This design comes from an exercise in tuning for small area on the open sky130 flow, not from production work. Function was checked by simulation only, so behaviour that the tests miss may differ from the original. Power is estimated from default activity; no workload was simulated.

==> willow: inputs <==
==> flow/design.v <==
package regfile_pkg;
    typedef enum logic {CLEAR, RUN} rf_state_t;
    localparam int DEF_DATA_W = 32;
    localparam int DEF_DEPTH  = 32;
    function automatic integer addr_w(input integer depth);
        addr_w = $clog2(depth);
    endfunction
endpackage
module regfile_clear_seq
#(
    parameter  int DEPTH = regfile_pkg::DEF_DEPTH,
    localparam int AW    = regfile_pkg::addr_w(DEPTH)
) (
    input  logic          clk,
    input  logic          rst,
    input  logic          clr_req,
    output logic          clr_we,
    output logic [AW-1:0] clr_addr,
    output logic          ready,
    output logic          clr_next
);
    localparam logic [AW-1:0] LAST = AW'(DEPTH - 1);
    regfile_pkg::rf_state_t state_q, state_d;
    logic [AW-1:0] clr_cnt_q, clr_cnt_d;
    always_comb begin
        state_d   = state_q;
        clr_cnt_d = clr_cnt_q;
        clr_we    = 1'b0;
        case (state_q)
            regfile_pkg::CLEAR: begin
                clr_we = 1'b1;
                if (clr_cnt_q == LAST) state_d = regfile_pkg::RUN;
                else                   clr_cnt_d = clr_cnt_q + AW'(1);
            end
            regfile_pkg::RUN: begin
                if (clr_req) begin
                    state_d   = regfile_pkg::CLEAR;
                    clr_cnt_d = AW'(1);
                end
            end
            default: state_d = regfile_pkg::CLEAR;
        endcase
    end
    always_ff @(posedge clk) begin
        if (rst) begin
            state_q   <= regfile_pkg::CLEAR;
            clr_cnt_q <= AW'(1);
        end else begin
            state_q   <= state_d;
            clr_cnt_q <= clr_cnt_d;
        end
    end
    assign clr_addr = clr_cnt_q;
    assign ready    = (state_q == regfile_pkg::RUN);
    assign clr_next = rst | (state_d == regfile_pkg::CLEAR);
endmodule
module regfile_mp
#(
    parameter  int DATA_W  = regfile_pkg::DEF_DATA_W,
    parameter  int DEPTH   = regfile_pkg::DEF_DEPTH,
    parameter  int NUM_RD  = 2,
    parameter  int DBG_IDX = 8,
    localparam int AW      = regfile_pkg::addr_w(DEPTH)
) (
    input  logic                     clk,
    input  logic                     rst,
    input  logic                     clr_req,
    input  logic                     we0,
    input  logic [AW-1:0]            wa0,
    input  logic [DATA_W-1:0]        wd0,
    input  logic                     we1,
    input  logic [AW-1:0]            wa1,
    input  logic [DATA_W-1:0]        wd1,
    input  logic [NUM_RD*AW-1:0]     ra,
    output logic [NUM_RD*DATA_W-1:0] rd,
    output logic                     ready,
    output logic [DATA_W-1:0]        dbg_data
);
    logic          clr_we, clr_next;
    logic [AW-1:0] clr_addr;
    logic          run;
    logic [DATA_W-1:0] regs_q [DEPTH];
    logic [DATA_W-1:0] regs_d [DEPTH];
    logic [DATA_W-1:0] dbg_q;
    regfile_clear_seq #(.DEPTH(DEPTH)) u_clr (
        .clk      (clk),
        .rst      (rst),
        .clr_req  (clr_req),
        .clr_we   (clr_we),
        .clr_addr (clr_addr),
        .ready    (ready),
        .clr_next (clr_next)
    );
    assign run = ready;
    for (genvar r = 0; r < DEPTH; r++) begin : g_wr
        always_comb begin
            regs_d[r] = regs_q[r];
            if (clr_we && (clr_addr == AW'(r))) regs_d[r] = '0;
            if (run) begin
                if (we0 && (wa0 != '0) && !(we1 && (wa1 == wa0)) && (wa0 == AW'(r))) regs_d[r] = wd0;
                if (we1 && (wa1 != '0) && (wa1 == AW'(r)))                           regs_d[r] = wd1;
            end
        end
        always_ff @(posedge clk) begin
            regs_q[r] <= regs_d[r];
        end
    end
    always_ff @(posedge clk) begin
        if (rst) dbg_q <= '0;
        else     dbg_q <= clr_next ? '0 : regs_d[DBG_IDX];
    end
    assign dbg_data = dbg_q;
    for (genvar i = 0; i < NUM_RD; i++) begin : g_rd
        logic [AW-1:0]     addr;
        logic [DATA_W-1:0] val;
        assign addr = ra[i*AW +: AW];
        always_comb begin
            val = regs_q[addr];
            if (!run || (addr == '0)) val = '0;
        end
        assign rd[i*DATA_W +: DATA_W] = val;
    end
endmodule
==> flow/run.sh <==
#!/bin/bash
# synth_recipe.tcl (not shown) runs the flow's synth.tcl, then flattens the netlist and writes it again
# the make line also repeats each setting of config.mk as NAME=value (left out here)
make -C /OpenROAD-flow-scripts/flow DESIGN_CONFIG=/design/flow/config.mk WORK_HOME=/design/flow/orfs CLKGATE_MAP_FILE= SYNTH_SCRIPT=/design/flow/synth_recipe.tcl finish
==> flow/config.mk <==
export PLATFORM = sky130hd
export DESIGN_NAME = regfile_mp
export DESIGN_NICKNAME = regfile_mp
export VERILOG_FILES = /design/flow/design.v
export SDC_FILE = /design/flow/constraint.sdc
export NUM_CORES = 4
export LEC_CHECK = 0
export CAP_MARGIN = 20
export CELL_PAD_IN_SITES_GLOBAL_PLACEMENT = 2
export CORE_MARGIN = 2
export CORE_UTILIZATION = 25
export PLACE_DENSITY = 0.35
export SLEW_MARGIN = 20
==> flow/constraint.sdc <==
create_clock -name core_clock -period 8.0 [get_ports {clk}]
set_input_delay 1.6000 -clock core_clock [delete_from_list [all_inputs] [get_ports {clk}]]
set_output_delay 1.6000 -clock core_clock [all_outputs]
set_load 0.01 [all_outputs]
==> lagoon (differences from willow) <==
==> flow/design.v (replaced) <==
package regfile_pkg;
    localparam int DEF_DATA_W = 32;
    localparam int DEF_DEPTH  = 32;
    function automatic integer addr_w(input integer depth);
        addr_w = $clog2(depth);
    endfunction
endpackage
module regfile_clear_seq
#(
    parameter  int DEPTH = regfile_pkg::DEF_DEPTH,
    localparam int AW    = regfile_pkg::addr_w(DEPTH)
) (
    input  logic          rst,
    input  logic          clr_req,
    input  logic [AW-1:0] cnt_q,
    output logic [AW-1:0] cnt_d,
    output logic          ready,
    output logic          stay_run
);
    assign ready    = (cnt_q == '0);
    assign stay_run = ready & ~rst & ~clr_req;
    always_comb begin
        if (rst)        cnt_d = AW'(1);
        else if (ready) cnt_d = AW'(clr_req);
        else            cnt_d = cnt_q + AW'(1);
    end
endmodule
module regfile_wbit (
    input  logic s1,
    input  logic w1,
    input  logic s0_n,
    input  logic w0_n,
    input  logic hold_n,
    input  logic q_n,
    output logic d_n
);
    logic keep;   
    assign keep = ~((s0_n | w0_n) & (hold_n | q_n));
    assign d_n  = ~((s1 & w1) | keep);
endmodule
module regfile_rterm3 (
    input  logic a0, b0,
    input  logic a1, b1,
    input  logic a2, b2,
    output logic y_n
);
    assign y_n = ~((a0 & b0) | (a1 & b1) | (a2 & b2));
endmodule
module regfile_rterm1 (
    input  logic a, b,
    output logic y_n
);
    assign y_n = ~(a & b);
endmodule
module regfile_nand4 (
    input  logic [3:0] a,
    output logic       y
);
    assign y = ~&a;
endmodule
module regfile_nor3 (
    input  logic [2:0] a,
    output logic       y
);
    assign y = ~|a;
endmodule
module regfile_mp
#(
    parameter  int DATA_W  = regfile_pkg::DEF_DATA_W,
    parameter  int DEPTH   = regfile_pkg::DEF_DEPTH,
    parameter  int NUM_RD  = 2,
    parameter  int DBG_IDX = 8,
    localparam int AW      = regfile_pkg::addr_w(DEPTH)
) (
    input  logic                     clk,
    input  logic                     rst,
    input  logic                     clr_req,
    input  logic                     we0,
    input  logic [AW-1:0]            wa0,
    input  logic [DATA_W-1:0]        wd0,
    input  logic                     we1,
    input  logic [AW-1:0]            wa1,
    input  logic [DATA_W-1:0]        wd1,
    input  logic [NUM_RD*AW-1:0]     ra,
    output logic [NUM_RD*DATA_W-1:0] rd,
    output logic                     ready,
    output logic [DATA_W-1:0]        dbg_data
);
    logic              stay_run;
    logic [DATA_W-1:0] wd0_n;
    logic [DATA_W-1:0] regs_n [1:DEPTH-1];
    logic [AW-1:0]     cnt_q, cnt_d;
    regfile_clear_seq #(.DEPTH(DEPTH)) u_clr (
        .rst      (rst),
        .clr_req  (clr_req),
        .cnt_q    (cnt_q),
        .cnt_d    (cnt_d),
        .ready    (ready),
        .stay_run (stay_run)
    );
    always_ff @(posedge clk) begin
        cnt_q <= cnt_d;
    end
    assign wd0_n = ~wd0;
    for (genvar r = 1; r < DEPTH; r++) begin : g_wr
        logic dec0, dec1, s1, s0_n, hold_n;
        logic [DATA_W-1:0] d_n;
        assign dec1   = we1 && (wa1 == AW'(r));
        assign dec0   = we0 && (wa0 == AW'(r)) && !dec1;
        assign s1     = stay_run & dec1;
        assign s0_n   = ~(stay_run & dec0);
        assign hold_n = ~(stay_run & ~dec1 & ~dec0);
        for (genvar b = 0; b < DATA_W; b++) begin : g_bit
            regfile_wbit u_wbit (
                .s1(s1), .w1(wd1[b]), .s0_n(s0_n), .w0_n(wd0_n[b]),
                .hold_n(hold_n), .q_n(regs_n[r][b]), .d_n(d_n[b])
            );
        end
        always_ff @(posedge clk) begin
            regs_n[r] <= d_n;
        end
    end
    assign dbg_data = ~regs_n[DBG_IDX];
    for (genvar i = 0; i < NUM_RD; i++) begin : g_rd
        logic [AW-1:0]    addr;
        logic [DEPTH-1:1] sel;
        logic             sel0_n;
        assign addr   = ra[i*AW +: AW];
        assign sel0_n = (addr != '0);
        for (genvar r = 1; r < DEPTH; r++) begin : g_sel
            assign sel[r] = (addr == AW'(r));
        end
        for (genvar b = 0; b < DATA_W; b++) begin : g_bit
            logic [11:0] y_n;
            logic [2:0]  p;
            for (genvar g = 0; g < 10; g++) begin : g_grp
                regfile_rterm3 u_t (
                    .a0(sel[3*g+1]), .b0(regs_n[3*g+1][b]),
                    .a1(sel[3*g+2]), .b1(regs_n[3*g+2][b]),
                    .a2(sel[3*g+3]), .b2(regs_n[3*g+3][b]),
                    .y_n(y_n[g])
                );
            end
            regfile_rterm1 u_t31 (.a(sel[31]), .b(regs_n[31][b]), .y_n(y_n[10]));
            assign y_n[11] = sel0_n;
            for (genvar k = 0; k < 3; k++) begin : g_red
                regfile_nand4 u_n (.a(y_n[4*k +: 4]), .y(p[k]));
            end
            regfile_nor3 u_o (.a(p), .y(rd[i*DATA_W + b]));
        end
    end
endmodule
CELL_PAD_IN_SITES_GLOBAL_PLACEMENT = 1   (was 2)
CORE_UTILIZATION = 35   (was 25)
CTS_BUF_LIST = sky130_fd_sc_hd__clkbuf_8 sky130_fd_sc_hd__clkbuf_16   (was default)
PLACE_DENSITY = 0.45   (was 0.35)
SYNTH_HIERARCHICAL = 1   (was default)
SYNTH_MINIMUM_KEEP_SIZE = 0   (was default)
==> summary of the runs <==
- In willow the flip-flop and latch count is higher than in lagoon, by 33.
- Of willow and lagoon, willow has the higher via count (gap 35%, measured against lagoon).
- Core utilization: willow is lower than lagoon (14 points).
- Sequential power: lagoon is smaller than willow (about 30%).
- In lagoon the sequential share of layout area is higher than in willow, by 11 points.
- Of willow and lagoon, lagoon has the higher worst setup slack (gap 0.44 ns).

[static timing again, ports no longer ideal]
The results above use ideal ports. As a check the final layouts listed here were re-extracted and re-timed, cells and wires unchanged.
Step 1, drivers: a clkbuf_16 drives clk and a buf_2 each remaining input, both assumed.
Step 2, shift: input delay + t, output delay - t, t = (earliest + latest rising clock arrival at the registers) / 2. This alone moves slack from input paths to output paths.
Slacks: no drivers / after step 1 / after step 2; pairs: no drivers / after step 1.
run | t (ns) | slack for setup (ns) | worst slew at a driven data input, ns
willow | 0.938 | 0.566 / 0.540 / 0.540 | 0.08
lagoon | 0.813 | 1.002 / 0.972 / 0.972 | 0.12
After both steps every run listed still meets setup and hold. The setup slack of lagoon, which loses most, moves by -0.030 ns with the drivers and by -0.030 ns with both steps.
